This is an optimization exercise on Yosys and OpenROAD, whose aim is small area, a short achievable clock period and few clock cycles per item, not a production implementation. In this exercise RTL edits were held to simulation tests only and were not proved equivalent to the original. Power figures rest on the tool's default switching activity, not on a simulated workload.

## hid_keyboard_report_builder
module hid_keyboard_report_builder #(
   parameter int KEY_SLOTS   = hkrb_pkg::KEY_SLOTS_DEF,
   parameter int BLOCK_SLOTS = hkrb_pkg::BLOCK_SLOTS_DEF
) (
   input  logic        clock,
   input  logic        reset,
   input  logic        start,
   output logic        busy,
   input  logic [2:0]  req_func,
   input  logic [2:0]  req_modifier_index,
   input  logic [7:0]  req_keycode,
   input  logic [63:0] req_timestamp,
   input  logic [1:0]  req_block_handle,
   output logic        rsp_valid,
   output logic        rsp_has_report,
   output logic [7:0]  rsp_modifier_bits,
   output logic [7:0]  rsp_key_slot0,
   output logic [7:0]  rsp_key_slot1,
   output logic [7:0]  rsp_key_slot2,
   output logic [7:0]  rsp_key_slot3,
   output logic [7:0]  rsp_key_slot4,
   output logic [7:0]  rsp_key_slot5,
   output logic [1:0]  rsp_handle_out,
   output logic [1:0]  rsp_error_code
);
Size: roughly 150 I/O pins.
Settings: LEC_CHECK=0, CAP_MARGIN=20, CORE_MARGIN=2, CORE_UTILIZATION=45, PLACE_DENSITY=0.6, SETUP_SLACK_MARGIN=3.2, SLEW_MARGIN=20; clock period 7.5 ns.
run.sh (not shown) runs the stock make flow with config.mk's settings and CLKGATE_MAP_FILE= SYNTH_SCRIPT=/design/flow/synth_recipe.tcl, a recipe that flattens the netlist after the stock synthesis.
The baseline produced a clean layout.
Testbench counts at the start, summed over its fixed seeds: cycles 4,885, items 4,800.
Next try:
- SETUP_SLACK_MARGIN: 3.2 -> 3.5
After rerunning:
- The new run went through all stages and came out clean
- clock-buffer cell count rises by 30
- clock skew came out higher by 22 ps
- fmax rose by 4.6%
- routed wire length went up by about 3.2%
- total power climbs by 1.1%

---

run 1:
hid_keyboard_report_builder, a different RTL version from the one above (not shown whole).
For scale: ~6800 cells after synthesis, about 2000 flip-flops, roughly 150 I/O pins, roughly 89000 um2 of cells after synthesis.
Settings: LEC_CHECK=0, CAP_MARGIN=20, CORE_MARGIN=2, CORE_UTILIZATION=50, CTS_CLUSTER_DIAMETER=150, CTS_CLUSTER_SIZE=24, PLACE_DENSITY=0.65, SETUP_SLACK_MARGIN=3.5, SLEW_MARGIN=20; clock period 7.5 ns.
Testbench counts of run 1, summed over its fixed seeds: cycles 4,877, items 4,800.
Here is what was changed in the inputs of run 2 compared with run 1.
- changing SETUP_SLACK_MARGIN from 3.5 to 3.2
- removing CTS_CLUSTER_SIZE (formerly 24)
- changing PLACE_DENSITY from 0.65 to 0.6
- changing CORE_UTILIZATION from 50 to 45
- removing CTS_CLUSTER_DIAMETER (formerly 150)
==> run summary <==
- When run 2 is set beside run 1, its met3 usage in global routing turns out to be 0.60 points larger.
- Compared with run 1, in run 2 synthesized-area fraction occupied by and/or/nand/nor cells held steady, design area grew by 610 um2, final cell count grew by 339, global placer's final weighted congestion shrank by about 0.7%.
- Run 2 vs run 1, launch point of the critical path: cand_ff[7]$_DFF_P_ vs cand_ff[8]$_DFF_P_
Setup changes, run 2 to run 3
- CTS_CLUSTER_DIAMETER newly set to 150
- SETUP_SLACK_MARGIN changed from 3.2 to 3.5
- CTS_CLUSTER_SIZE newly set to 24
==> run summary <==
Run 3: no failed stages, no open violations at the end. Summary of run 3 over run 2: routed wire length per instance +3.9%, number of multi-input combinational cells ~0 delta, post-route minimum period -0.20 ns. Taking run 2 as the reference, in run 3 total power shows a reduction of 0.0042 W, fraction of power spent switching nets increased 0.15 points, fmax went up about 5%, number of antenna violations at the first check in global routing -9, largest net degree at the start of global routing saw a decrease.
[inputs] run 4 vs run 3
- CTS_CLUSTER_DIAMETER removed (was 150)
- CTS_CLUSTER_SIZE removed (was 24)
Notes after the runs:
Run 4 -> run 3: number of port buffers flat
Across both runs, clock group share of total power was higher for run 4 than for run 3.
The die area on run 4 is in line with that on run 3.
The higher utilization came out of run 4.
Compared with run 3, run 4 shows a higher total power density per cell area.
Summary of the comparison: non-clock buffer count is lower in run 4, relative to run 3.
The final total power of run 4 was inferior to that of run 3.
Run 4 vs. run 3: fill cell total of the finished layout went down by 299.
The run with more setup slack is run 3; run 4 has less.
Detailed-routing iteration count for the pre-antenna-repair pass (run 4 over run 3): increase, 2
| first-pass GRT wire length | run 4 vs run 3 | ≈ equal |

[separate check: timing with driven ports]
No port has a modelled driver above. Below, the same layouts with a new extraction and two added sets of constraints. Step 1 sets driving cells, clkbuf_16 on the clock port and buf_2 on the other inputs (assumed; they add their load-dependent delay and slew). Step 2 adds t to the input delays and takes it off the output delays; t is the mean of the earliest and latest rising clock arrival at the registers after step 1. Input paths then give back, and output paths get back, about the clock's delay inside the block. Three values: no drivers, after step 1, after step 2; two values: the first two.
run | t (ns) | setup WS [ns] | worst data-port slew with drivers (ns) | pins driven straight from the clock port
the first run of note 1 | 0.971 | 3.079 / 3.079 / 2.400 | 0.07 | 1
the second run of note 1 | 0.968 | 3.274 / 3.274 / 2.534 | 0.10 | 1
run 1 | 0.867 | 3.224 / 3.224 / 2.443 | 0.17 | 1
run 2 | 0.944 | 3.077 / 3.077 / 2.222 | 0.23 | 1
run 3 | 0.871 | 3.279 / 3.276 / 2.405 | 0.24 | 1
run 4 | 0.944 | 3.262 / 3.196 / 2.252 | 0.27 | 1
After both steps setup and hold are still met in every run listed. The setup slack of run 4, which loses most, moves by -0.066 ns with the drivers and by -1.010 ns with both steps.
